Source: an optimization exercise on an open RTL-to-GDS flow (aim: small area). Production flows keep margins and buffers that such runs may drop.
No run shown here included a check of the RTL's function; only the layout flow was run.

## flow/flow/run.sh

```bash
#!/bin/bash
# The standard layout (standard.sh) with extra ORFS make variables, one
# per line in flow/make_vars. Each ORFS step keeps its own log under
# orfs/logs; make's own output goes to flow_make.log here.
set -euo pipefail
args=()
while IFS= read -r line; do
   [[ -z "$line" || "$line" == \#* ]] && continue
   args+=("$line")
done < flow/make_vars
bash standard.sh "${args[@]}" finish > flow_make.log 2>&1
```

## flow/flow/make_vars

```
BUFFER_PORTS_ARGS=-buffer_cell sky130_fd_sc_hd__buf_1
CTS_BUF_LIST=sky130_fd_sc_hd__clkbuf_8
```

## flow/standard.sh

```bash
#!/bin/bash
# synth_recipe.tcl (not shown) runs the flow's synth.tcl, then flattens the netlist and writes it again
# the make line also repeats each setting of config.mk as NAME=value (left out here)
make -C /OpenROAD-flow-scripts/flow DESIGN_CONFIG=/design/flow/config.mk WORK_HOME=/design/flow/orfs CLKGATE_MAP_FILE= SYNTH_SCRIPT=/design/flow/synth_recipe.tcl "${@:-finish}"
```

## flow/config.mk

```make
export PLATFORM = sky130hd
export DESIGN_NAME = layer_top
export DESIGN_NICKNAME = layer_top
export VERILOG_FILES = /design/flow/design.v
export SDC_FILE = /design/flow/constraint.sdc
export NUM_CORES = 4
export LEC_CHECK = 0
export CAP_MARGIN = 20
export CORE_MARGIN = 2
export CORE_UTILIZATION = 40
export SLEW_MARGIN = 20
```

## flow/constraint.sdc

```tcl
create_clock -name core_clock -period 7.0 [get_ports {clk}]
set_input_delay 1.4000 -clock core_clock [delete_from_list [all_inputs] [get_ports {clk}]]
set_output_delay 1.4000 -clock core_clock [all_outputs]
set_load 0.01 [all_outputs]
```

## flow/design.v

```verilog
package layer_pkg;
   typedef logic signed [16-1:0] data_t;
   typedef logic [$clog2(8)-1:0] vec_addr_t;
   typedef logic [$clog2(16)-1:0] out_idx_t;
endpackage
package layer_coef_pkg;
   localparam int WEIGHT_ENTRIES = 4 * 8 * (16 / 4);
   localparam int BIAS_ENTRIES   = 4 * (16 / 4);
   localparam logic [WEIGHT_ENTRIES*16-1:0] weight_table = {
      {
         -16'sd38,  16'sd33,  16'sd109, 16'sd24,  -16'sd3,   -16'sd45,  -16'sd19,  16'sd48,
         16'sd103,  16'sd18,  16'sd82,  -16'sd28, 16'sd101,  -16'sd64,  -16'sd108, 16'sd3,
         -16'sd18,  16'sd107, 16'sd2,   -16'sd45, -16'sd85,  16'sd22,   16'sd86,   16'sd32,
         -16'sd1,   -16'sd105, 16'sd81, 16'sd42,  16'sd45,   16'sd39,   -16'sd54,  16'sd63
      },
      {
         16'sd29,   -16'sd75, -16'sd24, 16'sd89,  -16'sd12,  -16'sd72,  16'sd114,  -16'sd15,
         -16'sd11,  -16'sd4,  -16'sd36, 16'sd105, 16'sd53,   -16'sd50,  -16'sd37,  16'sd72,
         -16'sd110, -16'sd77, 16'sd9,   16'sd71,  16'sd1,    16'sd100,  16'sd15,   -16'sd72,
         16'sd90,   16'sd84,  16'sd7,   -16'sd36, 16'sd56,   -16'sd106, 16'sd20,   16'sd22
      },
      {
         -16'sd109, -16'sd24, 16'sd30,  16'sd68,  -16'sd123, -16'sd41,  16'sd119,  16'sd31,
         16'sd54,   16'sd121, 16'sd12,  16'sd60,  -16'sd48,  16'sd3,    -16'sd37,  16'sd78,
         16'sd93,   -16'sd101, 16'sd116, -16'sd83, 16'sd31,  -16'sd49,  16'sd124,  16'sd29,
         -16'sd78,  16'sd8,   16'sd67,  16'sd81,  16'sd87,   16'sd63,   -16'sd18,  -16'sd105
      },
      {
         -16'sd2,   -16'sd5,  16'sd22,  -16'sd23, 16'sd96,   -16'sd58,  16'sd36,   -16'sd70,
         16'sd126,  16'sd113, -16'sd73, 16'sd94,  -16'sd73,  16'sd92,   -16'sd104, -16'sd98,
         -16'sd64,  -16'sd77, -16'sd4,  -16'sd9,  -16'sd113, 16'sd20,   16'sd21,   -16'sd3,
         16'sd115,  16'sd106, 16'sd14,  -16'sd126, -16'sd1,  -16'sd93,  16'sd0,    16'sd126
      }
   };
   localparam logic [BIAS_ENTRIES*16-1:0] bias_table = {
      {-16'sd70, 16'sd120, 16'sd71,  -16'sd60},
      {-16'sd47, 16'sd115, -16'sd83, 16'sd67},
      {16'sd41,  16'sd38,  -16'sd81, -16'sd106},
      {16'sd103, 16'sd83,  16'sd0,   -16'sd10}
   };
endpackage
module layer_sequencer (
   input  logic                 clk,
   input  logic                 reset,
   input  logic                 s_valid,
   input  logic                 m_ready,
   output logic                 s_ready,
   output logic                 m_valid,
   output logic                 vec_wr_en,    
   output layer_pkg::vec_addr_t pos,          
   output logic                 run,          
   output logic                 en,           
   output layer_pkg::out_idx_t  out_idx,      
   output logic [5:0]           entry_next,   
   output logic                 x_bypass      
);
   layer_pkg::vec_addr_t load_cnt;    
   logic vec_pending;    
   logic done;           
   logic fire;
   logic can_start;
   logic start;
   logic last_start;     
   logic gap;            
   assign m_valid = done;
   assign fire    = done & m_ready;
   assign can_start  = (pos[1:0] == 2'd0) && (pos[2] != out_idx[0]) && !run && (!done || fire);
   assign start      = can_start && (out_idx != '0 || vec_pending || vec_wr_en);
   assign last_start = can_start && out_idx == 4'd15;
   assign en         = start | run;
   assign s_ready   = (pos == load_cnt) && (load_cnt != '0 || !vec_pending || last_start);
   assign vec_wr_en = s_ready & s_valid;
   assign gap       = (pos == load_cnt) && (load_cnt != '0) && !s_valid;
   assign x_bypass  = (pos == load_cnt) && out_idx == '0;
   layer_pkg::vec_addr_t pos_d;
   layer_pkg::out_idx_t  out_idx_d;
   logic                 finish;         
   assign finish     = run && pos[1:0] == 2'd3 && !(gap && out_idx == '0);
   assign pos_d      = reset ? '0 : pos + 1'b1;
   assign out_idx_d  = reset ? '0 : out_idx + finish;
   assign entry_next = {out_idx_d, pos_d[1:0]};
   always_ff @(posedge clk) begin
      pos     <= pos_d;
      out_idx <= out_idx_d;
   end
   always_ff @(posedge clk) begin
      if (reset) begin
         load_cnt    <= '0;
         vec_pending <= 1'b0;
         run         <= 1'b0;
         done        <= 1'b0;
      end else begin
         if (vec_wr_en)
            load_cnt <= load_cnt + 1'b1;
         if (vec_wr_en && load_cnt == 3'd7)
            vec_pending <= 1'b1;
         else if (start && out_idx == 4'd15)
            vec_pending <= 1'b0;
         if (start)
            run <= 1'b1;
         else if (run && (pos[1:0] == 2'd3 || (gap && out_idx == '0)))
            run <= 1'b0;
         if (finish)
            done <= 1'b1;
         else if (fire)
            done <= 1'b0;
      end
   end
endmodule
module mac_lane (
   input  logic                 clk,
   input  logic                 run,        
   input  logic                 en,         
   input  layer_pkg::out_idx_t  out_idx,
   input  layer_pkg::vec_addr_t pos,
   input  logic [5:0]           entry_next,    
   input  layer_pkg::data_t     x_a,
   input  layer_pkg::data_t     x_b,
   output layer_pkg::data_t     acc,
   output logic [16-1:0] acc_cy    
);
   localparam int ENTRIES = 16 * 4;
   logic [4*ENTRIES-1:0] a_one, a_two, a_neg, b_one, b_two, b_neg;
   logic [16*8-1:0] b_rom;
   logic [ENTRIES*8-1:0]        wa_rom, wb_rom;
   genvar i;
   generate
      for (i = 0; i < ENTRIES; i++) begin : g_w
         localparam int J  = i / 4;
         localparam int CA = (1 - J % 2) * 4 + i % 4;
         localparam int CB = (J % 2) * 4 + i % 4;
         localparam int EA = (J % 4) * 8 * (16 / 4)
                             + (J / 4) * 8 + CA;
         localparam int EB = (J % 4) * 8 * (16 / 4)
                             + (J / 4) * 8 + CB;
         localparam logic [8:0] WA = {layer_coef_pkg::weight_table[(layer_coef_pkg::WEIGHT_ENTRIES - 1 - EA) * 16 +: 8], 1'b0};
         localparam logic [8:0] WB = {layer_coef_pkg::weight_table[(layer_coef_pkg::WEIGHT_ENTRIES - 1 - EB) * 16 +: 8], 1'b0};
         assign wa_rom[i*8 +: 8] = WA[8:1];
         assign wb_rom[i*8 +: 8] = WB[8:1];
         for (genvar k = 0; k < 4; k++) begin : g_k
            assign a_one[k*ENTRIES + i] = WA[2*k+1] ^ WA[2*k];
            assign a_two[k*ENTRIES + i] = (WA[2*k+2] & ~WA[2*k+1] & ~WA[2*k]) | (~WA[2*k+2] & WA[2*k+1] & WA[2*k]);
            assign a_neg[k*ENTRIES + i] = WA[2*k+2] & ~(WA[2*k+1] & WA[2*k]);
            assign b_one[k*ENTRIES + i] = WB[2*k+1] ^ WB[2*k];
            assign b_two[k*ENTRIES + i] = (WB[2*k+2] & ~WB[2*k+1] & ~WB[2*k]) | (~WB[2*k+2] & WB[2*k+1] & WB[2*k]);
            assign b_neg[k*ENTRIES + i] = WB[2*k+2] & ~(WB[2*k+1] & WB[2*k]);
         end
      end
      for (i = 0; i < 16; i++) begin : g_b
         localparam int E = (i % 4) * (16 / 4) + i / 4;
         assign b_rom[i*8 +: 8] =
            layer_coef_pkg::bias_table[(layer_coef_pkg::BIAS_ENTRIES - 1 - E) * 16 +: 8];
      end
   endgenerate
   logic [5:0]  entry;
   logic [7:0]  bias;
   logic [15:0] addend;
   logic [3:0]  neg_a, one_a, two_a, neg_b, one_b, two_b;
   assign entry  = {out_idx, pos[1:0]};
   assign bias   = b_rom[out_idx*8 +: 8];
   assign addend = run ? acc : {{8{bias[7]}}, bias};
   logic [7:0] wa_q, wb_q;
   always_ff @(posedge clk) begin
      wa_q <= wa_rom[entry_next*8 +: 8];
      wb_q <= wb_rom[entry_next*8 +: 8];
   end
   logic [8:0] wxa, wxb;
   assign wxa = {wa_q, 1'b0};
   assign wxb = {wb_q, 1'b0};
   generate
      for (i = 0; i < 4; i++) begin : g_digit
         assign one_a[i] = wxa[2*i+1] ^ wxa[2*i];
         assign two_a[i] = (wxa[2*i+2] & ~wxa[2*i+1] & ~wxa[2*i]) | (~wxa[2*i+2] & wxa[2*i+1] & wxa[2*i]);
         assign neg_a[i] = wxa[2*i+2] & ~(wxa[2*i+1] & wxa[2*i]);
         assign one_b[i] = wxb[2*i+1] ^ wxb[2*i];
         assign two_b[i] = (wxb[2*i+2] & ~wxb[2*i+1] & ~wxb[2*i]) | (~wxb[2*i+2] & wxb[2*i+1] & wxb[2*i]);
         assign neg_b[i] = wxb[2*i+2] & ~(wxb[2*i+1] & wxb[2*i]);
      end
   endgenerate
   logic [15:0] pp_a0;
   assign pp_a0[0] = ((one_a[0] & x_a[0])) ^ neg_a[0];
   assign pp_a0[1] = ((one_a[0] & x_a[1]) | (two_a[0] & x_a[0])) ^ neg_a[0];
   assign pp_a0[2] = ((one_a[0] & x_a[2]) | (two_a[0] & x_a[1])) ^ neg_a[0];
   assign pp_a0[3] = ((one_a[0] & x_a[3]) | (two_a[0] & x_a[2])) ^ neg_a[0];
   assign pp_a0[4] = ((one_a[0] & x_a[4]) | (two_a[0] & x_a[3])) ^ neg_a[0];
   assign pp_a0[5] = ((one_a[0] & x_a[5]) | (two_a[0] & x_a[4])) ^ neg_a[0];
   assign pp_a0[6] = ((one_a[0] & x_a[6]) | (two_a[0] & x_a[5])) ^ neg_a[0];
   assign pp_a0[7] = ((one_a[0] & x_a[7]) | (two_a[0] & x_a[6])) ^ neg_a[0];
   assign pp_a0[8] = ((one_a[0] & x_a[8]) | (two_a[0] & x_a[7])) ^ neg_a[0];
   assign pp_a0[9] = ((one_a[0] & x_a[9]) | (two_a[0] & x_a[8])) ^ neg_a[0];
   assign pp_a0[10] = ((one_a[0] & x_a[10]) | (two_a[0] & x_a[9])) ^ neg_a[0];
   assign pp_a0[11] = ((one_a[0] & x_a[11]) | (two_a[0] & x_a[10])) ^ neg_a[0];
   assign pp_a0[12] = ((one_a[0] & x_a[12]) | (two_a[0] & x_a[11])) ^ neg_a[0];
   assign pp_a0[13] = ((one_a[0] & x_a[13]) | (two_a[0] & x_a[12])) ^ neg_a[0];
   assign pp_a0[14] = ((one_a[0] & x_a[14]) | (two_a[0] & x_a[13])) ^ neg_a[0];
   assign pp_a0[15] = ((one_a[0] & x_a[15]) | (two_a[0] & x_a[14])) ^ neg_a[0];
   logic [15:2] pp_a1;
   assign pp_a1[2] = ((one_a[1] & x_a[0])) ^ neg_a[1];
   assign pp_a1[3] = ((one_a[1] & x_a[1]) | (two_a[1] & x_a[0])) ^ neg_a[1];
   assign pp_a1[4] = ((one_a[1] & x_a[2]) | (two_a[1] & x_a[1])) ^ neg_a[1];
   assign pp_a1[5] = ((one_a[1] & x_a[3]) | (two_a[1] & x_a[2])) ^ neg_a[1];
   assign pp_a1[6] = ((one_a[1] & x_a[4]) | (two_a[1] & x_a[3])) ^ neg_a[1];
   assign pp_a1[7] = ((one_a[1] & x_a[5]) | (two_a[1] & x_a[4])) ^ neg_a[1];
   assign pp_a1[8] = ((one_a[1] & x_a[6]) | (two_a[1] & x_a[5])) ^ neg_a[1];
   assign pp_a1[9] = ((one_a[1] & x_a[7]) | (two_a[1] & x_a[6])) ^ neg_a[1];
   assign pp_a1[10] = ((one_a[1] & x_a[8]) | (two_a[1] & x_a[7])) ^ neg_a[1];
   assign pp_a1[11] = ((one_a[1] & x_a[9]) | (two_a[1] & x_a[8])) ^ neg_a[1];
   assign pp_a1[12] = ((one_a[1] & x_a[10]) | (two_a[1] & x_a[9])) ^ neg_a[1];
   assign pp_a1[13] = ((one_a[1] & x_a[11]) | (two_a[1] & x_a[10])) ^ neg_a[1];
   assign pp_a1[14] = ((one_a[1] & x_a[12]) | (two_a[1] & x_a[11])) ^ neg_a[1];
   assign pp_a1[15] = ((one_a[1] & x_a[13]) | (two_a[1] & x_a[12])) ^ neg_a[1];
   logic [15:4] pp_a2;
   assign pp_a2[4] = ((one_a[2] & x_a[0])) ^ neg_a[2];
   assign pp_a2[5] = ((one_a[2] & x_a[1]) | (two_a[2] & x_a[0])) ^ neg_a[2];
   assign pp_a2[6] = ((one_a[2] & x_a[2]) | (two_a[2] & x_a[1])) ^ neg_a[2];
   assign pp_a2[7] = ((one_a[2] & x_a[3]) | (two_a[2] & x_a[2])) ^ neg_a[2];
   assign pp_a2[8] = ((one_a[2] & x_a[4]) | (two_a[2] & x_a[3])) ^ neg_a[2];
   assign pp_a2[9] = ((one_a[2] & x_a[5]) | (two_a[2] & x_a[4])) ^ neg_a[2];
   assign pp_a2[10] = ((one_a[2] & x_a[6]) | (two_a[2] & x_a[5])) ^ neg_a[2];
   assign pp_a2[11] = ((one_a[2] & x_a[7]) | (two_a[2] & x_a[6])) ^ neg_a[2];
   assign pp_a2[12] = ((one_a[2] & x_a[8]) | (two_a[2] & x_a[7])) ^ neg_a[2];
   assign pp_a2[13] = ((one_a[2] & x_a[9]) | (two_a[2] & x_a[8])) ^ neg_a[2];
   assign pp_a2[14] = ((one_a[2] & x_a[10]) | (two_a[2] & x_a[9])) ^ neg_a[2];
   assign pp_a2[15] = ((one_a[2] & x_a[11]) | (two_a[2] & x_a[10])) ^ neg_a[2];
   logic [15:6] pp_a3;
   assign pp_a3[6] = ((one_a[3] & x_a[0])) ^ neg_a[3];
   assign pp_a3[7] = ((one_a[3] & x_a[1]) | (two_a[3] & x_a[0])) ^ neg_a[3];
   assign pp_a3[8] = ((one_a[3] & x_a[2]) | (two_a[3] & x_a[1])) ^ neg_a[3];
   assign pp_a3[9] = ((one_a[3] & x_a[3]) | (two_a[3] & x_a[2])) ^ neg_a[3];
   assign pp_a3[10] = ((one_a[3] & x_a[4]) | (two_a[3] & x_a[3])) ^ neg_a[3];
   assign pp_a3[11] = ((one_a[3] & x_a[5]) | (two_a[3] & x_a[4])) ^ neg_a[3];
   assign pp_a3[12] = ((one_a[3] & x_a[6]) | (two_a[3] & x_a[5])) ^ neg_a[3];
   assign pp_a3[13] = ((one_a[3] & x_a[7]) | (two_a[3] & x_a[6])) ^ neg_a[3];
   assign pp_a3[14] = ((one_a[3] & x_a[8]) | (two_a[3] & x_a[7])) ^ neg_a[3];
   assign pp_a3[15] = ((one_a[3] & x_a[9]) | (two_a[3] & x_a[8])) ^ neg_a[3];
   logic [15:0] pp_b0;
   assign pp_b0[0] = ((one_b[0] & x_b[0])) ^ neg_b[0];
   assign pp_b0[1] = ((one_b[0] & x_b[1]) | (two_b[0] & x_b[0])) ^ neg_b[0];
   assign pp_b0[2] = ((one_b[0] & x_b[2]) | (two_b[0] & x_b[1])) ^ neg_b[0];
   assign pp_b0[3] = ((one_b[0] & x_b[3]) | (two_b[0] & x_b[2])) ^ neg_b[0];
   assign pp_b0[4] = ((one_b[0] & x_b[4]) | (two_b[0] & x_b[3])) ^ neg_b[0];
   assign pp_b0[5] = ((one_b[0] & x_b[5]) | (two_b[0] & x_b[4])) ^ neg_b[0];
   assign pp_b0[6] = ((one_b[0] & x_b[6]) | (two_b[0] & x_b[5])) ^ neg_b[0];
   assign pp_b0[7] = ((one_b[0] & x_b[7]) | (two_b[0] & x_b[6])) ^ neg_b[0];
   assign pp_b0[8] = ((one_b[0] & x_b[8]) | (two_b[0] & x_b[7])) ^ neg_b[0];
   assign pp_b0[9] = ((one_b[0] & x_b[9]) | (two_b[0] & x_b[8])) ^ neg_b[0];
   assign pp_b0[10] = ((one_b[0] & x_b[10]) | (two_b[0] & x_b[9])) ^ neg_b[0];
   assign pp_b0[11] = ((one_b[0] & x_b[11]) | (two_b[0] & x_b[10])) ^ neg_b[0];
   assign pp_b0[12] = ((one_b[0] & x_b[12]) | (two_b[0] & x_b[11])) ^ neg_b[0];
   assign pp_b0[13] = ((one_b[0] & x_b[13]) | (two_b[0] & x_b[12])) ^ neg_b[0];
   assign pp_b0[14] = ((one_b[0] & x_b[14]) | (two_b[0] & x_b[13])) ^ neg_b[0];
   assign pp_b0[15] = ((one_b[0] & x_b[15]) | (two_b[0] & x_b[14])) ^ neg_b[0];
   logic [15:2] pp_b1;
   assign pp_b1[2] = ((one_b[1] & x_b[0])) ^ neg_b[1];
   assign pp_b1[3] = ((one_b[1] & x_b[1]) | (two_b[1] & x_b[0])) ^ neg_b[1];
   assign pp_b1[4] = ((one_b[1] & x_b[2]) | (two_b[1] & x_b[1])) ^ neg_b[1];
   assign pp_b1[5] = ((one_b[1] & x_b[3]) | (two_b[1] & x_b[2])) ^ neg_b[1];
   assign pp_b1[6] = ((one_b[1] & x_b[4]) | (two_b[1] & x_b[3])) ^ neg_b[1];
   assign pp_b1[7] = ((one_b[1] & x_b[5]) | (two_b[1] & x_b[4])) ^ neg_b[1];
   assign pp_b1[8] = ((one_b[1] & x_b[6]) | (two_b[1] & x_b[5])) ^ neg_b[1];
   assign pp_b1[9] = ((one_b[1] & x_b[7]) | (two_b[1] & x_b[6])) ^ neg_b[1];
   assign pp_b1[10] = ((one_b[1] & x_b[8]) | (two_b[1] & x_b[7])) ^ neg_b[1];
   assign pp_b1[11] = ((one_b[1] & x_b[9]) | (two_b[1] & x_b[8])) ^ neg_b[1];
   assign pp_b1[12] = ((one_b[1] & x_b[10]) | (two_b[1] & x_b[9])) ^ neg_b[1];
   assign pp_b1[13] = ((one_b[1] & x_b[11]) | (two_b[1] & x_b[10])) ^ neg_b[1];
   assign pp_b1[14] = ((one_b[1] & x_b[12]) | (two_b[1] & x_b[11])) ^ neg_b[1];
   assign pp_b1[15] = ((one_b[1] & x_b[13]) | (two_b[1] & x_b[12])) ^ neg_b[1];
   logic [15:4] pp_b2;
   assign pp_b2[4] = ((one_b[2] & x_b[0])) ^ neg_b[2];
   assign pp_b2[5] = ((one_b[2] & x_b[1]) | (two_b[2] & x_b[0])) ^ neg_b[2];
   assign pp_b2[6] = ((one_b[2] & x_b[2]) | (two_b[2] & x_b[1])) ^ neg_b[2];
   assign pp_b2[7] = ((one_b[2] & x_b[3]) | (two_b[2] & x_b[2])) ^ neg_b[2];
   assign pp_b2[8] = ((one_b[2] & x_b[4]) | (two_b[2] & x_b[3])) ^ neg_b[2];
   assign pp_b2[9] = ((one_b[2] & x_b[5]) | (two_b[2] & x_b[4])) ^ neg_b[2];
   assign pp_b2[10] = ((one_b[2] & x_b[6]) | (two_b[2] & x_b[5])) ^ neg_b[2];
   assign pp_b2[11] = ((one_b[2] & x_b[7]) | (two_b[2] & x_b[6])) ^ neg_b[2];
   assign pp_b2[12] = ((one_b[2] & x_b[8]) | (two_b[2] & x_b[7])) ^ neg_b[2];
   assign pp_b2[13] = ((one_b[2] & x_b[9]) | (two_b[2] & x_b[8])) ^ neg_b[2];
   assign pp_b2[14] = ((one_b[2] & x_b[10]) | (two_b[2] & x_b[9])) ^ neg_b[2];
   assign pp_b2[15] = ((one_b[2] & x_b[11]) | (two_b[2] & x_b[10])) ^ neg_b[2];
   logic [15:6] pp_b3;
   assign pp_b3[6] = ((one_b[3] & x_b[0])) ^ neg_b[3];
   assign pp_b3[7] = ((one_b[3] & x_b[1]) | (two_b[3] & x_b[0])) ^ neg_b[3];
   assign pp_b3[8] = ((one_b[3] & x_b[2]) | (two_b[3] & x_b[1])) ^ neg_b[3];
   assign pp_b3[9] = ((one_b[3] & x_b[3]) | (two_b[3] & x_b[2])) ^ neg_b[3];
   assign pp_b3[10] = ((one_b[3] & x_b[4]) | (two_b[3] & x_b[3])) ^ neg_b[3];
   assign pp_b3[11] = ((one_b[3] & x_b[5]) | (two_b[3] & x_b[4])) ^ neg_b[3];
   assign pp_b3[12] = ((one_b[3] & x_b[6]) | (two_b[3] & x_b[5])) ^ neg_b[3];
   assign pp_b3[13] = ((one_b[3] & x_b[7]) | (two_b[3] & x_b[6])) ^ neg_b[3];
   assign pp_b3[14] = ((one_b[3] & x_b[8]) | (two_b[3] & x_b[7])) ^ neg_b[3];
   assign pp_b3[15] = ((one_b[3] & x_b[9]) | (two_b[3] & x_b[8])) ^ neg_b[3];
   logic s1, c2, s3, c4, s5, c6, s7, c8, s9, c10, s11, c12, s13, c14, s15, c16;
   logic s17, c18, s19, s20, c21, s22, c23, s24, c25, s26, c27, s28, c29, s30, c31, s32;
   logic c33, s34, c35, s36, c37, s38, c39, s40, c41, s42, c43, s44, c45, s46, c47, s48;
   logic c49, s50, c51, s52, c53, s54, c55, s56, c57, s58, c59, s60, c61, s62, c63, s64;
   logic c65, s66, c67, s68, c69, s70, c71, s72, c73, s74, c75, s76, c77, s78, c79, s80;
   logic c81, s82, c83, s84, s85, s86, s87, c88, s89, c90, s91, c92, s93, c94, s95, c96;
   logic s97, c98, s99, c100, s101, c102, s103, c104, s105, c106, s107, c108, s109, c110, s111, c112;
   logic s113, c114, s115, c116, s117, c118, s119, c120, s121, c122, s123, c124, s125, c126, s127, c128;
   logic s129, c130, s131, c132, s133, c134, s135, c136, s137, c138, s139, s140, s141, c142, s143, c144;
   logic s145, c146, s147, c148, s149, c150, s151, c152, s153, c154, s155, c156, s157, c158, s159, c160;
   logic s161, c162, s163, c164, s165, c166, s167, c168, s169, c170, s171, s172, c173, s174, c175, s176;
   logic c177, s178, c179, s180, c181, s182, c183, s184, c185, s186, c187, s188, c189, s190, c191, s192;
   logic c193, s194, c195, s196, c197, s198, c199, s200, c201, s202;
   assign s1 = neg_a[3] ^ neg_b[3] ^ addend[6];
   assign c2 = (neg_a[3] & neg_b[3]) | (neg_a[3] & addend[6]) | (neg_b[3] & addend[6]);
   assign s3 = addend[7] ^ pp_b0[7];
   assign c4 = addend[7] & pp_b0[7];
   assign s5 = addend[8] ^ pp_b0[8];
   assign c6 = addend[8] & pp_b0[8];
   assign s7 = addend[9] ^ pp_b0[9];
   assign c8 = addend[9] & pp_b0[9];
   assign s9 = addend[10] ^ pp_b0[10];
   assign c10 = addend[10] & pp_b0[10];
   assign s11 = addend[11] ^ pp_b0[11];
   assign c12 = addend[11] & pp_b0[11];
   assign s13 = addend[12] ^ pp_b0[12];
   assign c14 = addend[12] & pp_b0[12];
   assign s15 = addend[13] ^ pp_b0[13];
   assign c16 = addend[13] & pp_b0[13];
   assign s17 = addend[14] ^ pp_b0[14];
   assign c18 = addend[14] & pp_b0[14];
   assign s19 = addend[15] ^ pp_b0[15];
   assign s20 = neg_a[1] ^ neg_b[1];
   assign c21 = neg_a[1] & neg_b[1];
   assign s22 = neg_a[2] ^ neg_b[2] ^ addend[4];
   assign c23 = (neg_a[2] & neg_b[2]) | (neg_a[2] & addend[4]) | (neg_b[2] & addend[4]);
   assign s24 = pp_b0[4] ^ pp_b1[4];
   assign c25 = pp_b0[4] & pp_b1[4];
   assign s26 = addend[5] ^ pp_b0[5] ^ pp_b1[5];
   assign c27 = (addend[5] & pp_b0[5]) | (addend[5] & pp_b1[5]) | (pp_b0[5] & pp_b1[5]);
   assign s28 = pp_b2[5] ^ pp_a0[5];
   assign c29 = pp_b2[5] & pp_a0[5];
   assign s30 = pp_b0[6] ^ pp_b1[6] ^ pp_b2[6];
   assign c31 = (pp_b0[6] & pp_b1[6]) | (pp_b0[6] & pp_b2[6]) | (pp_b1[6] & pp_b2[6]);
   assign s32 = pp_b3[6] ^ s1 ^ pp_a0[6];
   assign c33 = (pp_b3[6] & s1) | (pp_b3[6] & pp_a0[6]) | (s1 & pp_a0[6]);
   assign s34 = pp_a1[6] ^ pp_a2[6];
   assign c35 = pp_a1[6] & pp_a2[6];
   assign s36 = pp_b1[7] ^ pp_b2[7] ^ pp_b3[7];
   assign c37 = (pp_b1[7] & pp_b2[7]) | (pp_b1[7] & pp_b3[7]) | (pp_b2[7] & pp_b3[7]);
   assign s38 = c2 ^ s3 ^ pp_a0[7];
   assign c39 = (c2 & s3) | (c2 & pp_a0[7]) | (s3 & pp_a0[7]);
   assign s40 = pp_a1[7] ^ pp_a2[7] ^ pp_a3[7];
   assign c41 = (pp_a1[7] & pp_a2[7]) | (pp_a1[7] & pp_a3[7]) | (pp_a2[7] & pp_a3[7]);
   assign s42 = pp_b1[8] ^ pp_b2[8] ^ pp_b3[8];
   assign c43 = (pp_b1[8] & pp_b2[8]) | (pp_b1[8] & pp_b3[8]) | (pp_b2[8] & pp_b3[8]);
   assign s44 = c4 ^ s5 ^ pp_a0[8];
   assign c45 = (c4 & s5) | (c4 & pp_a0[8]) | (s5 & pp_a0[8]);
   assign s46 = pp_a1[8] ^ pp_a2[8] ^ pp_a3[8];
   assign c47 = (pp_a1[8] & pp_a2[8]) | (pp_a1[8] & pp_a3[8]) | (pp_a2[8] & pp_a3[8]);
   assign s48 = pp_b1[9] ^ pp_b2[9] ^ pp_b3[9];
   assign c49 = (pp_b1[9] & pp_b2[9]) | (pp_b1[9] & pp_b3[9]) | (pp_b2[9] & pp_b3[9]);
   assign s50 = c6 ^ s7 ^ pp_a0[9];
   assign c51 = (c6 & s7) | (c6 & pp_a0[9]) | (s7 & pp_a0[9]);
   assign s52 = pp_a1[9] ^ pp_a2[9] ^ pp_a3[9];
   assign c53 = (pp_a1[9] & pp_a2[9]) | (pp_a1[9] & pp_a3[9]) | (pp_a2[9] & pp_a3[9]);
   assign s54 = pp_b1[10] ^ pp_b2[10] ^ pp_b3[10];
   assign c55 = (pp_b1[10] & pp_b2[10]) | (pp_b1[10] & pp_b3[10]) | (pp_b2[10] & pp_b3[10]);
   assign s56 = c8 ^ s9 ^ pp_a0[10];
   assign c57 = (c8 & s9) | (c8 & pp_a0[10]) | (s9 & pp_a0[10]);
   assign s58 = pp_a1[10] ^ pp_a2[10] ^ pp_a3[10];
   assign c59 = (pp_a1[10] & pp_a2[10]) | (pp_a1[10] & pp_a3[10]) | (pp_a2[10] & pp_a3[10]);
   assign s60 = pp_b1[11] ^ pp_b2[11] ^ pp_b3[11];
   assign c61 = (pp_b1[11] & pp_b2[11]) | (pp_b1[11] & pp_b3[11]) | (pp_b2[11] & pp_b3[11]);
   assign s62 = c10 ^ s11 ^ pp_a0[11];
   assign c63 = (c10 & s11) | (c10 & pp_a0[11]) | (s11 & pp_a0[11]);
   assign s64 = pp_a1[11] ^ pp_a2[11] ^ pp_a3[11];
   assign c65 = (pp_a1[11] & pp_a2[11]) | (pp_a1[11] & pp_a3[11]) | (pp_a2[11] & pp_a3[11]);
   assign s66 = pp_b1[12] ^ pp_b2[12] ^ pp_b3[12];
   assign c67 = (pp_b1[12] & pp_b2[12]) | (pp_b1[12] & pp_b3[12]) | (pp_b2[12] & pp_b3[12]);
   assign s68 = c12 ^ s13 ^ pp_a0[12];
   assign c69 = (c12 & s13) | (c12 & pp_a0[12]) | (s13 & pp_a0[12]);
   assign s70 = pp_a1[12] ^ pp_a2[12] ^ pp_a3[12];
   assign c71 = (pp_a1[12] & pp_a2[12]) | (pp_a1[12] & pp_a3[12]) | (pp_a2[12] & pp_a3[12]);
   assign s72 = pp_b1[13] ^ pp_b2[13] ^ pp_b3[13];
   assign c73 = (pp_b1[13] & pp_b2[13]) | (pp_b1[13] & pp_b3[13]) | (pp_b2[13] & pp_b3[13]);
   assign s74 = c14 ^ s15 ^ pp_a0[13];
   assign c75 = (c14 & s15) | (c14 & pp_a0[13]) | (s15 & pp_a0[13]);
   assign s76 = pp_a1[13] ^ pp_a2[13] ^ pp_a3[13];
   assign c77 = (pp_a1[13] & pp_a2[13]) | (pp_a1[13] & pp_a3[13]) | (pp_a2[13] & pp_a3[13]);
   assign s78 = pp_b1[14] ^ pp_b2[14] ^ pp_b3[14];
   assign c79 = (pp_b1[14] & pp_b2[14]) | (pp_b1[14] & pp_b3[14]) | (pp_b2[14] & pp_b3[14]);
   assign s80 = c16 ^ s17 ^ pp_a0[14];
   assign c81 = (c16 & s17) | (c16 & pp_a0[14]) | (s17 & pp_a0[14]);
   assign s82 = pp_a1[14] ^ pp_a2[14] ^ pp_a3[14];
   assign c83 = (pp_a1[14] & pp_a2[14]) | (pp_a1[14] & pp_a3[14]) | (pp_a2[14] & pp_a3[14]);
   assign s84 = pp_b1[15] ^ pp_b2[15] ^ pp_b3[15];
   assign s85 = c18 ^ s19 ^ pp_a0[15];
   assign s86 = pp_a1[15] ^ pp_a2[15] ^ pp_a3[15];
   assign s87 = neg_a[0] ^ neg_b[0];
   assign c88 = neg_a[0] & neg_b[0];
   assign s89 = addend[2] ^ s20 ^ pp_b0[2];
   assign c90 = (addend[2] & s20) | (addend[2] & pp_b0[2]) | (s20 & pp_b0[2]);
   assign s91 = addend[3] ^ c21 ^ pp_b0[3];
   assign c92 = (addend[3] & c21) | (addend[3] & pp_b0[3]) | (c21 & pp_b0[3]);
   assign s93 = pp_b1[3] ^ pp_a0[3];
   assign c94 = pp_b1[3] & pp_a0[3];
   assign s95 = pp_b2[4] ^ s22 ^ s24;
   assign c96 = (pp_b2[4] & s22) | (pp_b2[4] & s24) | (s22 & s24);
   assign s97 = pp_a0[4] ^ pp_a1[4] ^ pp_a2[4];
   assign c98 = (pp_a0[4] & pp_a1[4]) | (pp_a0[4] & pp_a2[4]) | (pp_a1[4] & pp_a2[4]);
   assign s99 = c23 ^ c25 ^ s26;
   assign c100 = (c23 & c25) | (c23 & s26) | (c25 & s26);
   assign s101 = pp_a1[5] ^ pp_a2[5] ^ s28;
   assign c102 = (pp_a1[5] & pp_a2[5]) | (pp_a1[5] & s28) | (pp_a2[5] & s28);
   assign s103 = c27 ^ s30 ^ pp_a3[6];
   assign c104 = (c27 & s30) | (c27 & pp_a3[6]) | (s30 & pp_a3[6]);
   assign s105 = c29 ^ s34 ^ s32;
   assign c106 = (c29 & s34) | (c29 & s32) | (s34 & s32);
   assign s107 = c31 ^ s36 ^ c35;
   assign c108 = (c31 & s36) | (c31 & c35) | (s36 & c35);
   assign s109 = c33 ^ s38 ^ s40;
   assign c110 = (c33 & s38) | (c33 & s40) | (s38 & s40);
   assign s111 = c37 ^ s42 ^ c39;
   assign c112 = (c37 & s42) | (c37 & c39) | (s42 & c39);
   assign s113 = c41 ^ s44 ^ s46;
   assign c114 = (c41 & s44) | (c41 & s46) | (s44 & s46);
   assign s115 = c43 ^ s48 ^ c45;
   assign c116 = (c43 & s48) | (c43 & c45) | (s48 & c45);
   assign s117 = c47 ^ s50 ^ s52;
   assign c118 = (c47 & s50) | (c47 & s52) | (s50 & s52);
   assign s119 = c49 ^ s54 ^ c51;
   assign c120 = (c49 & s54) | (c49 & c51) | (s54 & c51);
   assign s121 = c53 ^ s56 ^ s58;
   assign c122 = (c53 & s56) | (c53 & s58) | (s56 & s58);
   assign s123 = c55 ^ s60 ^ c57;
   assign c124 = (c55 & s60) | (c55 & c57) | (s60 & c57);
   assign s125 = c59 ^ s62 ^ s64;
   assign c126 = (c59 & s62) | (c59 & s64) | (s62 & s64);
   assign s127 = c61 ^ s66 ^ c63;
   assign c128 = (c61 & s66) | (c61 & c63) | (s66 & c63);
   assign s129 = c65 ^ s68 ^ s70;
   assign c130 = (c65 & s68) | (c65 & s70) | (s68 & s70);
   assign s131 = c67 ^ s72 ^ c69;
   assign c132 = (c67 & s72) | (c67 & c69) | (s72 & c69);
   assign s133 = c71 ^ s74 ^ s76;
   assign c134 = (c71 & s74) | (c71 & s76) | (s74 & s76);
   assign s135 = c73 ^ s78 ^ c75;
   assign c136 = (c73 & s78) | (c73 & c75) | (s78 & c75);
   assign s137 = c77 ^ s80 ^ s82;
   assign c138 = (c77 & s80) | (c77 & s82) | (s80 & s82);
   assign s139 = c79 ^ s84 ^ c81;
   assign s140 = c83 ^ s85 ^ s86;
   assign s141 = addend[0] ^ s87;
   assign c142 = addend[0] & s87;
   assign s143 = addend[1] ^ c88 ^ pp_b0[1];
   assign c144 = (addend[1] & c88) | (addend[1] & pp_b0[1]) | (c88 & pp_b0[1]);
   assign s145 = pp_b1[2] ^ s89 ^ pp_a0[2];
   assign c146 = (pp_b1[2] & s89) | (pp_b1[2] & pp_a0[2]) | (s89 & pp_a0[2]);
   assign s147 = c90 ^ s91 ^ pp_a1[3];
   assign c148 = (c90 & s91) | (c90 & pp_a1[3]) | (s91 & pp_a1[3]);
   assign s149 = c92 ^ s95 ^ c94;
   assign c150 = (c92 & s95) | (c92 & c94) | (s95 & c94);
   assign s151 = c96 ^ s99 ^ c98;
   assign c152 = (c96 & s99) | (c96 & c98) | (s99 & c98);
   assign s153 = c100 ^ s103 ^ c102;
   assign c154 = (c100 & s103) | (c100 & c102) | (s103 & c102);
   assign s155 = c104 ^ s107 ^ c106;
   assign c156 = (c104 & s107) | (c104 & c106) | (s107 & c106);
   assign s157 = c108 ^ s111 ^ c110;
   assign c158 = (c108 & s111) | (c108 & c110) | (s111 & c110);
   assign s159 = c112 ^ s115 ^ c114;
   assign c160 = (c112 & s115) | (c112 & c114) | (s115 & c114);
   assign s161 = c116 ^ s119 ^ c118;
   assign c162 = (c116 & s119) | (c116 & c118) | (s119 & c118);
   assign s163 = c120 ^ s123 ^ c122;
   assign c164 = (c120 & s123) | (c120 & c122) | (s123 & c122);
   assign s165 = c124 ^ s127 ^ c126;
   assign c166 = (c124 & s127) | (c124 & c126) | (s127 & c126);
   assign s167 = c128 ^ s131 ^ c130;
   assign c168 = (c128 & s131) | (c128 & c130) | (s131 & c130);
   assign s169 = c132 ^ s135 ^ c134;
   assign c170 = (c132 & s135) | (c132 & c134) | (s135 & c134);
   assign s171 = c136 ^ s139 ^ c138;
   assign s172 = pp_b0[0] ^ s141;
   assign c173 = pp_b0[0] & s141;
   assign s174 = c142 ^ s143 ^ pp_a0[1];
   assign c175 = (c142 & s143) | (c142 & pp_a0[1]) | (s143 & pp_a0[1]);
   assign s176 = c144 ^ pp_a1[2] ^ s145;
   assign c177 = (c144 & pp_a1[2]) | (c144 & s145) | (pp_a1[2] & s145);
   assign s178 = s93 ^ c146 ^ s147;
   assign c179 = (s93 & c146) | (s93 & s147) | (c146 & s147);
   assign s180 = c148 ^ s97 ^ s149;
   assign c181 = (c148 & s97) | (c148 & s149) | (s97 & s149);
   assign s182 = c150 ^ s101 ^ s151;
   assign c183 = (c150 & s101) | (c150 & s151) | (s101 & s151);
   assign s184 = c152 ^ s105 ^ s153;
   assign c185 = (c152 & s105) | (c152 & s153) | (s105 & s153);
   assign s186 = s109 ^ c154 ^ s155;
   assign c187 = (s109 & c154) | (s109 & s155) | (c154 & s155);
   assign s188 = s113 ^ c156 ^ s157;
   assign c189 = (s113 & c156) | (s113 & s157) | (c156 & s157);
   assign s190 = s117 ^ c158 ^ s159;
   assign c191 = (s117 & c158) | (s117 & s159) | (c158 & s159);
   assign s192 = s121 ^ c160 ^ s161;
   assign c193 = (s121 & c160) | (s121 & s161) | (c160 & s161);
   assign s194 = s125 ^ c162 ^ s163;
   assign c195 = (s125 & c162) | (s125 & s163) | (c162 & s163);
   assign s196 = s129 ^ c164 ^ s165;
   assign c197 = (s129 & c164) | (s129 & s165) | (c164 & s165);
   assign s198 = s133 ^ c166 ^ s167;
   assign c199 = (s133 & c166) | (s133 & s167) | (c166 & s167);
   assign s200 = s137 ^ c168 ^ s169;
   assign c201 = (s137 & c168) | (s137 & s169) | (c168 & s169);
   assign s202 = s140 ^ c170 ^ s171;
   logic [15:0] op_a, op_b;
   assign op_a = {s202, s200, s198, s196, s194, s192, s190, s188, s186, s184, s182, s180, s178, s176, s174, pp_a0[0]};
   assign op_b = {c201, c199, c197, c195, c193, c191, c189, c187, c185, c183, c181, c179, c177, c175, c173, s172};
   logic [15:0] cy;
   logic [15:0] sum;
   logic [15:0] cy_out;
   assign cy[0] = 1'b0;
   assign sum[0] = op_a[0] ^ op_b[0] ^ cy[0];
   assign cy[1] = (op_a[0] & op_b[0]) | (op_a[0] & cy[0]) | (op_b[0] & cy[0]);
   assign sum[1] = op_a[1] ^ op_b[1] ^ cy[1];
   assign cy[2] = (op_a[1] & op_b[1]) | (op_a[1] & cy[1]) | (op_b[1] & cy[1]);
   assign sum[2] = op_a[2] ^ op_b[2] ^ cy[2];
   assign cy[3] = (op_a[2] & op_b[2]) | (op_a[2] & cy[2]) | (op_b[2] & cy[2]);
   assign sum[3] = op_a[3] ^ op_b[3] ^ cy[3];
   assign cy_out[4] = (op_a[3] & op_b[3]) | (op_a[3] & cy[3]) | (op_b[3] & cy[3]);
   assign cy[4] = run & acc_cy[4];
   assign sum[4] = op_a[4] ^ op_b[4] ^ cy[4];
   assign cy[5] = (op_a[4] & op_b[4]) | (op_a[4] & cy[4]) | (op_b[4] & cy[4]);
   assign sum[5] = op_a[5] ^ op_b[5] ^ cy[5];
   assign cy[6] = (op_a[5] & op_b[5]) | (op_a[5] & cy[5]) | (op_b[5] & cy[5]);
   assign sum[6] = op_a[6] ^ op_b[6] ^ cy[6];
   assign cy[7] = (op_a[6] & op_b[6]) | (op_a[6] & cy[6]) | (op_b[6] & cy[6]);
   assign sum[7] = op_a[7] ^ op_b[7] ^ cy[7];
   assign cy_out[8] = (op_a[7] & op_b[7]) | (op_a[7] & cy[7]) | (op_b[7] & cy[7]);
   assign cy[8] = run & acc_cy[8];
   assign sum[8] = op_a[8] ^ op_b[8] ^ cy[8];
   assign cy[9] = (op_a[8] & op_b[8]) | (op_a[8] & cy[8]) | (op_b[8] & cy[8]);
   assign sum[9] = op_a[9] ^ op_b[9] ^ cy[9];
   assign cy[10] = (op_a[9] & op_b[9]) | (op_a[9] & cy[9]) | (op_b[9] & cy[9]);
   assign sum[10] = op_a[10] ^ op_b[10] ^ cy[10];
   assign cy[11] = (op_a[10] & op_b[10]) | (op_a[10] & cy[10]) | (op_b[10] & cy[10]);
   assign sum[11] = op_a[11] ^ op_b[11] ^ cy[11];
   assign cy_out[12] = (op_a[11] & op_b[11]) | (op_a[11] & cy[11]) | (op_b[11] & cy[11]);
   assign cy[12] = run & acc_cy[12];
   assign sum[12] = op_a[12] ^ op_b[12] ^ cy[12];
   assign cy[13] = (op_a[12] & op_b[12]) | (op_a[12] & cy[12]) | (op_b[12] & cy[12]);
   assign sum[13] = op_a[13] ^ op_b[13] ^ cy[13];
   assign cy[14] = (op_a[13] & op_b[13]) | (op_a[13] & cy[13]) | (op_b[13] & cy[13]);
   assign sum[14] = op_a[14] ^ op_b[14] ^ cy[14];
   assign cy[15] = (op_a[14] & op_b[14]) | (op_a[14] & cy[14]) | (op_b[14] & cy[14]);
   assign sum[15] = op_a[15] ^ op_b[15] ^ cy[15];
   assign cy_out[0] = 1'b0;
   assign cy_out[1] = 1'b0;
   assign cy_out[2] = 1'b0;
   assign cy_out[3] = 1'b0;
   assign cy_out[5] = 1'b0;
   assign cy_out[6] = 1'b0;
   assign cy_out[7] = 1'b0;
   assign cy_out[9] = 1'b0;
   assign cy_out[10] = 1'b0;
   assign cy_out[11] = 1'b0;
   assign cy_out[13] = 1'b0;
   assign cy_out[14] = 1'b0;
   assign cy_out[15] = 1'b0;
   logic [15:0] cy_q;    
   always_ff @(posedge clk)
      if (en) begin
         acc  <= sum;
         cy_q <= cy_out & 16'h1110;
      end
   assign acc_cy = cy_q & 16'h1110;
endmodule
module mac_array (
   input  logic                 clk,
   input  logic                 vec_wr_en,
   input  logic                 x_bypass,
   input  layer_pkg::data_t     data_in,
   input  layer_pkg::vec_addr_t pos,
   input  logic                 run,
   input  logic                 en,
   input  layer_pkg::out_idx_t  out_idx,
   input  logic [5:0]           entry_next,
   output layer_pkg::data_t     acc,
   output logic [16-1:0] acc_cy
);
   layer_pkg::data_t ring [0:8-1];
   always_ff @(posedge clk) begin
      for (int k = 0; k < 8 - 1; k++)
         ring[k] <= ring[k+1];
      ring[8-1] <= vec_wr_en ? data_in : ring[0];
   end
   mac_lane u_lane (
      .clk     (clk),
      .run     (run),
      .en      (en),
      .out_idx (out_idx),
      .pos     (pos),
      .entry_next (entry_next),
      .x_a     (x_bypass ? data_in : ring[0]),    
      .x_b     (ring[8/2]),           
      .acc     (acc),
      .acc_cy  (acc_cy)
   );
endmodule
module result_buffer (
   input  layer_pkg::data_t acc,
   input  logic [16-1:0] acc_cy,
   output layer_pkg::data_t data_out
);
   layer_pkg::data_t result;
   assign result   = acc + acc_cy;
   assign data_out = result[16-1] ? '0 : result;
endmodule
module layer_top (
   input  logic             clk,
   input  logic             reset,
   input  logic             s_valid,
   input  logic             m_ready,
   input  layer_pkg::data_t data_in,
   output logic             s_ready,
   output logic             m_valid,
   output layer_pkg::data_t data_out
);
   logic                 vec_wr_en;
   logic                 x_bypass;
   layer_pkg::vec_addr_t pos;
   logic                 run, en;
   layer_pkg::out_idx_t  out_idx;
   logic [5:0]           entry_next;
   layer_pkg::data_t     acc;
   logic [16-1:0] acc_cy;
   layer_sequencer u_sequencer (
      .clk       (clk),
      .reset     (reset),
      .s_valid   (s_valid),
      .m_ready   (m_ready),
      .s_ready   (s_ready),
      .m_valid   (m_valid),
      .vec_wr_en (vec_wr_en),
      .pos       (pos),
      .run       (run),
      .en        (en),
      .out_idx   (out_idx),
      .entry_next(entry_next),
      .x_bypass  (x_bypass)
   );
   mac_array u_mac_array (
      .clk       (clk),
      .vec_wr_en (vec_wr_en),
      .x_bypass  (x_bypass),
      .data_in   (data_in),
      .pos       (pos),
      .run       (run),
      .en        (en),
      .out_idx   (out_idx),
      .entry_next(entry_next),
      .acc       (acc),
      .acc_cy    (acc_cy)
   );
   result_buffer u_result_buffer (
      .acc      (acc),
      .acc_cy   (acc_cy),
      .data_out (data_out)
   );
endmodule
```

==> impl_results.md, run 1 <==
- Clock latency on the worst-skew pair: 490 ps
- Hold Crit Class: reg -> reg
- Synth Flop Type: dfxtp_1
- Reg area: around 3700 um2
- Hold buffers post-CTS: 0
- Slew Viols, Final: 0
- Clock Skew: 19.8 ps
- Wirelength per Cell: 18.8 um
- Endpoints failing setup: 0
- Number of synthesized flops with an enable pin: 19
- Fraction of registers with async set/reset: 0%
- FF+latch count, synth: 176
- Worst Max-Slew Pin Slew: 975 ps
- Hold slack final: 316 ps
- Antenna viol nets, final: 0
- Tcrit/Tclk final: 95.2%
- Register area share after synthesis: 31.5%
- Adder-Cell Fraction of Synth Area: a little over a fifth
- Crit-path slowest cell: fa_1
- Area grow syn2layout: 7.74%
- Postcts setup bufs: 0
- Relative slew slack: 35.0%
- Fillers: 2,841
- CTS tree: yes
- DRC: 0
- Total of max-cap violations: 0
- DIE HEIGHT: approximately 180 um
- First DRT Iteration DRCs: 840
- Mapped Area: 11,800 um2
- Diodes inserted: 0
- Num CTS Buffers: 17
- Avg Vias per Cell: roughly 5.4
- Share of cells above drive strength 1: 8.39%
- Clock sink count: 176
- Yosys cell types: 64
- Ys Warns: 5
- First-pass DRT Iterations: 5
- Area after DPL: 12,300 um2
- Root buf cell: clkbuf_8
- DIE AREA: 30,900 um2
- Post-Syn Area per Cell: about 9.4 um2
- Fin nets: approximately 1.4k
- Final worst path period need: 6670 ps
- Combinational family with the most area after synthesis: adder cells
- Cells after DPL: between 1.5k and 2k
- Max Buffers Root-to-Sink: 2
- Area of the multi-input gates: 7230 um2
- Num rows: slightly above 60
- Startpoint type of the worst setup path: flop
- CP Max Fanout: 10
- GRT Total Usage: about a fifth
- Simple-Gate Fraction of Synth Area: 9.39%
- Number of global-route vias before repair: a little under 9k
- Routed Wire Length: 31,100 um
- Element type at the critical path end: flop
- Clock transition at path regs: 100 ps
- First-pass GRT wire length: 49,400 um
- Overflow after GRT: 0
- Post-synth net total: 1,418
- Starting Density: 40.9%
- Crit-path cells: inv_1 > ha_1 > nor3b_2 > nand4_1 > buf_4 > mux2_4 > a22oi_1 > xor2_1 > fa_1 > fa_1 > fa_1 > inv_1 > fa_1 > inv_1 > fa_1 > fa_1 > fa_1 > xnor2_1 > xnor2_1 > xnor2_1 > xnor2_1 > xnor2_1 > xnor3_1
- Status: timing/DRC/antenna clean
- HPWL after detailed placement: between 20,000 and 25,000 um
- Multiplexer share of the synthesized area: 4.69%
- Largest net degree at the start of global routing: 52
- Initial antenna violation count: 0
- Largest delay contributor family on the critical path: adder cells
- CP Class: reg -> reg
- Highest cell delay on the worst timing path: between 400 and 500 ps
- Die Span X: 176 um
- Post-synthesis xor/xnor area fraction: 9.59%
- PortBufs: 36
- Post-CTS sizing: 0
- Critical Path RT: between 7000 and 8000 ps
- CP Buf/Inv Count: 4
- GPL Wtd Cong: 0.935
- Final hold vios: 0
- Fmax: 150 MHz
- Cell Count, Final, Fillers Out: 1,648
- Finished Cell Area: 12,700 um2
- Setup TNS Final: 0 ps
- Post-Syn Instances: 1,254
- Ports: 38
- Synth Area in Compound Gates: 16.1%
- RSZ-0062 raised after global routing: false
- Worst EP arrival: 6900 ps
- H-tree depth: 4
- Vias: roughly 8.9k
- CP dominant cell by count: fa_1
- Core area: between 20,000 and 30,000 um2
==> per-layer routing <==
layer | up-vias | global-route usage (%) | wire length, um
li1 | 4196 | - | -
met1 | 4319 | 27.9 | 14000
met2 | 313 | 33.1 | 14300
met3 | 45 | 4.07 | 1990
met4 | 0 | 7.16 | 723
met5 | - | 0 | 0
==> cells in the final DEF, fill, tap and decap left out, types with 23 or more instances in the layout <==
| cell type | synthesis | layout |
|---|---|---|
| mux2_2 | 26 | 26 |
| a22oi_1 | 70 | 70 |
| xor2_1 | 39 | 39 |
| fa_1 | 95 | 95 |
| dfxtp_1 | 157 | 157 |
| inv_1 | 132 | 133 |
| ha_1 | 49 | 49 |
| buf_4 | 2 | 34 |
| a21oi_1 | 83 | 83 |
| nand2_1 | 86 | 86 |
| o21ai_0 | 49 | 49 |
| nor2_1 | 66 | 65 |
| xnor2_1 | 85 | 84 |
| buf_1 | 14 | 36 |
| nand2b_1 | 23 | 23 |
==> state kept, by name (all words and copies together), names as in the netlist <==
register,flops
u_mac_array.ring,128
u_mac_array.u_lane.wb_q,8
u_sequencer.vec_pending,1
u_sequencer.pos,3
u_sequencer.out_idx,4
u_sequencer.run,1
u_mac_array.u_lane.acc,16
u_mac_array.u_lane.wa_q,8
u_sequencer.done,1
u_mac_array.u_lane.cy_q,3
u_sequencer.load_cnt,3
==> synth_stat cells, types with 3 or more instances <==
| master | instances | area (um2) |
|---|---|---|
| a211oi_1 | 12 | 90.1 |
| a21oi_1 | 83 | 415 |
| a221o_1 | 3 | 30.0 |
| a221oi_1 | 3 | 26.3 |
| a22o_1 | 10 | 87.6 |
| a22oi_1 | 70 | 526 |
| a311oi_1 | 6 | 52.6 |
| a31oi_1 | 10 | 62.6 |
| and2_1 | 7 | 43.8 |
| and3_1 | 4 | 25.0 |
| buf_1 | 14 | 52.6 |
| clkbuf_1 | 70 | 263 |
| dfxtp_1 | 157 | 3140 |
| edfxtp_1 | 19 | 571 |
| fa_1 | 95 | 1900 |
| ha_1 | 49 | 613 |
| inv_1 | 132 | 495 |
| mux2_2 | 26 | 293 |
| mux2_4 | 4 | 60.1 |
| mux2i_1 | 20 | 200 |
| nand2_1 | 86 | 323 |
| nand2b_1 | 23 | 144 |
| nand3_1 | 9 | 45.0 |
| nor2_1 | 66 | 248 |
| nor2b_1 | 14 | 87.6 |
| nor3_1 | 11 | 55.1 |
| nor3b_1 | 6 | 45.0 |
| o211ai_1 | 7 | 52.6 |
| o21ai_0 | 49 | 245 |
| o22ai_1 | 10 | 62.6 |
| o311ai_0 | 3 | 26.3 |
| o31ai_1 | 4 | 30.0 |
| o32ai_1 | 3 | 26.3 |
| or2_2 | 3 | 18.8 |
| or3_1 | 3 | 18.8 |
| xnor2_1 | 85 | 744 |
| xor2_1 | 39 | 342 |
==> per-stage QoR <==
step                      setup slack (ps)  util (%)
after floorplan                        264         -
after global placement                 206      42.6
after global routing                  24.8      44.1
after CTS                              268      44.0
final                                  333      44.1
after detailed placement               126      42.6
==> worst reg2reg max path, cell delays in order, from the launching register on <==
cell and delay [ps]:
dfxtp_1 320, inv_1 140, ha_1 230, nor3b_2 170, nand4_1 150, buf_4 250, mux2_4 380, a22oi_1 240
xor2_1 230, fa_1 450, fa_1 390, fa_1 480, inv_1 50, fa_1 480, inv_1 50, fa_1 440
fa_1 390, fa_1 390, xnor2_1 190, xnor2_1 160, xnor2_1 170, xnor2_1 100, xnor2_1 220, xnor3_1 340
==> final timing paths <==
check                                             from                    endpoint  slack, ps  cells after the start
worst min-delay path            u_mac_array.ring[6][9]      u_mac_array.ring[5][9]        320                      0
worst max register to register  u_sequencer.out_idx[1]  u_mac_array.u_lane.acc[15]        330                     23
worst max-delay path            u_sequencer.out_idx[1]  u_mac_array.u_lane.acc[15]        330                     23
worst min register to register  u_mac_array.ring[6][9]      u_mac_array.ring[5][9]        320                      0
==> kinds of logic after synthesis <==
group	after synthesis
AOI/OAI and AO/OA	292
xor gates and xnor gates	126
adders and majority gates	144
buffers and inverters	226
DFF	176
muxes	50
other	1
and+or+nand+nor	239
==> final cells by class <==
type,count,area share [%]
clock inverters,14,1.22
clock buffers,17,1.84
multi-input cells,852,56.8
repair buffers,71,3.16
inverters,134,3.96
well taps,384,3.78
flip-flops and latches,176,29.2
==> run 2: changes to the inputs <==
--- a/flow/design.v
+++ b/flow/design.v
@@ -161,18 +161,10 @@
    assign addend = run ? acc : {{8{bias[7]}}, bias};
-   logic [7:0] wa_q, wb_q;
-   always_ff @(posedge clk) begin
-      wa_q <= wa_rom[entry_next*8 +: 8];
-      wb_q <= wb_rom[entry_next*8 +: 8];
-   end
-   logic [8:0] wxa, wxb;
-   assign wxa = {wa_q, 1'b0};
-   assign wxb = {wb_q, 1'b0};
    generate
       for (i = 0; i < 4; i++) begin : g_digit
-         assign one_a[i] = wxa[2*i+1] ^ wxa[2*i];
-         assign two_a[i] = (wxa[2*i+2] & ~wxa[2*i+1] & ~wxa[2*i]) | (~wxa[2*i+2] & wxa[2*i+1] & wxa[2*i]);
-         assign neg_a[i] = wxa[2*i+2] & ~(wxa[2*i+1] & wxa[2*i]);
-         assign one_b[i] = wxb[2*i+1] ^ wxb[2*i];
-         assign two_b[i] = (wxb[2*i+2] & ~wxb[2*i+1] & ~wxb[2*i]) | (~wxb[2*i+2] & wxb[2*i+1] & wxb[2*i]);
-         assign neg_b[i] = wxb[2*i+2] & ~(wxb[2*i+1] & wxb[2*i]);
+         assign one_a[i] = a_one[i*ENTRIES + entry];
+         assign two_a[i] = a_two[i*ENTRIES + entry];
+         assign neg_a[i] = a_neg[i*ENTRIES + entry];
+         assign one_b[i] = b_one[i*ENTRIES + entry];
+         assign two_b[i] = b_two[i*ENTRIES + entry];
+         assign neg_b[i] = b_neg[i*ENTRIES + entry];
       end
==> flow/flow/make_vars (replaced) <==
BUFFER_PORTS_ARGS=-buffer_cell sky130_fd_sc_hd__buf_1
==> impl_results.md, run 2 <==
- First DRT Iteration DRCs: around 860
- Starting Density: 40.5%
- Max Buffers Root-to-Sink: 2
- Core area: 29,600 um2
- Vias: 9,996
- Commonest non-fill, non-tap cell in the layout: buf_4
- Regs by FF count: u_mac_array.ring: 128 flops, u_mac_array.u_lane.acc: 16 flops, u_sequencer.out_idx: 4 flops
- Number of global-route vias before repair: 10.2k
- DIE AREA: 31,400 um2
- Diodes inserted: 0
- Endpoints failing setup: 1
- Worst EP arrival: 7490 ps
- RR Endpoint: u_mac_array.u_lane.acc[15]
- RSZ-0062 raised after global routing: true
- SO Viols: negative setup slack
- Mapped Area: 12,000 um2
- Hold buffers post-CTS: 0
- Fmax: 137 MHz
- Most instantiated cells after synthesis: dfxtp_1, inv_1, fa_1
- Wirelength per Cell: approximately 21 um
- Status: finished with violations
- Overflow after GRT: 0
- Num rows: 63
- H-tree depth: 4
- Most frequent cells in the layout: buf_4, dfxtp_1, inv_1
- Hold Crit Class: reg -> reg
- Fraction of registers with async set/reset: 0%
- DRC: 0
- First-pass GRT wire length: 61,400 um
- Dominant cell type by area after synthesis: dfxtp_1
- Tcrit/Tclk final: 104%
- Ports: 38
- Met2 routed WL: 17,300 um
- Routed Wire Length: 39,900 um
- Max FFs per register: 128
- Path depth of the worst reg2reg path: 27
- Initial antenna violation count: 1
- Synth Flop Type: dfxtp_1
- Post-Syn Instances: 1,231
- Setup TNS Final: -303 ps
- CP Max Fanout: 6
- M1 wire length: 19,000 um
- CP Class: reg -> reg
- Num CTS Buffers: 17
- Largest reg by FF count: u_mac_array.ring
- Avg Vias per Cell: 5.37
- Fin nets: 1,622
- Register area share after synthesis: between 20 and 30%
- Root buf cell: clkbuf_16
- Post-Syn Area per Cell: 9.73 um2
- Worst slack at placement: -510 ps
- Clock Skew: 14.8 ps
- Number of synthesized flops with an enable pin: 19
- Final hold vios: 0
- Final worst path period need: roughly 7300 ps
- Clock latency on the worst-skew pair: 440 ps
- Ys Warns: 5
- Startpoint type of the worst setup path: flop
- Final WS setup: -303 ps
- Cell with the most instances after synthesis: dfxtp_1
- Top cell type's share of synthesized area: a little under a quarter
- Antenna viol nets, final: 0
- Area after DPL: 14,200 um2
- Post-synth net total: 1,394
- Worst Hold Depth: 0
- FF-to-FF Start: u_sequencer.pos[0]
- Total of max-cap violations: 0
- Hold_sp: u_mac_array.ring[1][10]
- Worst Max-Slew Pin Slew: 952 ps
- Synth area leaders: dfxtp_1, fa_1, xnor2_1
- Area grow syn2layout: 25.0%
- CTS tree: yes
- PortBufs: 36
- GPL Wtd Cong: approximately 0.98
- Clock transition at path regs: 80 ps
- Share of cells above drive strength 1: 26.6%
- Max layer used: met4
- First-pass DRT Iterations: 5
- FF+latch count, synth: 160
- DR WL met3: 2610 um
- Critical Path RT: 7190 ps
- DIE HEIGHT: roughly 180 um
- Die Span X: 177 um
- Largest net degree at the start of global routing: 27
- Worst hold path endpoint: u_mac_array.ring[0][10]
- Element type at the critical path end: flop
- Slew Viols, Final: 0
- Finished Cell Area: 15,000 um2
- GRT Total Usage: 26.5%
- Yosys cell types: 90
- Relative slew slack: a little over a third
- Clock sink count: 160
- R2r setup slk: -300 ps
- HPWL after detailed placement: 32,600 um
[run 2: cells by family (layout without fill, tap and decap cells)]
logic type	count (synthesis)	after routing	share of synthesized area [%]
and+or+nand+nor	217	217	9.09
other	1	1	0.0313
buffers and inverters	225	466	8.22
muxes	60	60	5.79
xor gates and xnor gates	137	137	10.6
AOI/OAI and AO/OA	288	288	17.1
DFF	160	160	28.3
adders and majority gates	143	143	20.9
[run 2: timing repair]
action	CTS	global route
pin swaps	15	1
buffers inserted	5	1
hold endpoints to repair	0	0
setup endpoints to repair	1	1
gates resized for setup	21	4
[run 2: worst max-delay path by stage]
stage,to,cells past startpoint,from
4_1_cts,u_mac_array.u_lane.acc[15],27,u_sequencer.pos[0]
2_1_floorplan,u_mac_array.u_lane.acc[15],31,u_sequencer.pos[1]
6_report,u_mac_array.u_lane.acc[15],27,u_sequencer.pos[0]
5_1_grt,u_mac_array.u_lane.acc[15],27,u_sequencer.pos[0]
3_5_place_dp,u_mac_array.u_lane.acc[15],28,u_sequencer.pos[1]
3_3_place_gp,u_mac_array.u_lane.acc[15],27,u_sequencer.pos[0]
[run 2: worst max-delay path: stages, from the launching register on]
cell and delay [ps]:
dfxtp_4 380, clkinvlp_4 130, ha_4 280, mux4_2 470
nor2_2 90, a311o_1 150, o211ai_1 250, a22oi_2 230
xnor2_1 150, ha_1 280, fa_2 360, fa_1 510
inv_2 50, fa_1 500, inv_1 50, fa_1 480
inv_1 50, fa_2 330, fa_2 350, fa_2 370
xnor2_2 140, xnor3_1 240, xnor2_1 200, xnor2_1 150
xnor3_1 250, xnor3_1 220, xnor3_1 220, xnor3_1 180
[run 2: area by class of cell]
cell class	instances	area, um2
fillers	2793	14600
multi-input cells	846	7770
flip-flops and latches	160	3410
repair buffers	299	2230
inverters	135	514
well taps	390	488
clock buffers	17	425
clock inverters	15	139
[run 2: metrics by stage]
step	std cells	hold slack (ps)	utilization [%]
after floorplan	1231	310	-
after global placement	1824	310	48.1
after detailed placement	1824	312	48.1
after CTS	1861	314	50.6
after global routing	1862	318	50.7
final	1862	311	50.7
[run 2: routing by layer]
| layer | track usage [%] | vias to the layer above |
|---|---|---|
| li1 | - | 4644 |
| met1 | 38.7 | 4908 |
| met2 | 40.0 | 390 |
| met3 | 4.55 | 54 |
| met4 | 7.58 | 0 |
| met5 | 0 | - |

static timing again, ports no longer ideal:
In the flow no input, the clock included, has a driving cell. The finished layouts below were timed again as built, in two steps. Step 1, drivers: a clkbuf_16 drives clk and a buf_2 each remaining input, both assumed. Step 2 times the ports against the registers' clock, not the clock port: input delays grow and output delays shrink by t, the midpoint of the rising clock arrivals with the driver on. Three values: ideal ports, drivers, drivers and shift; two values: the first two.
run	shift t [ns]	setup slack, ns	clock arrival spread, ns	worst slew at a driven data input, ns
run 1	0.524	0.333 / 0.333 / 0.116	0.020 / 0.020	0.05
run 2	0.485	-0.303 / -0.303 / -0.303	0.016 / 0.016	0.04
The setup slack of run 1, which loses most, moves by 0.000 ns with the drivers and by -0.217 ns with both steps.
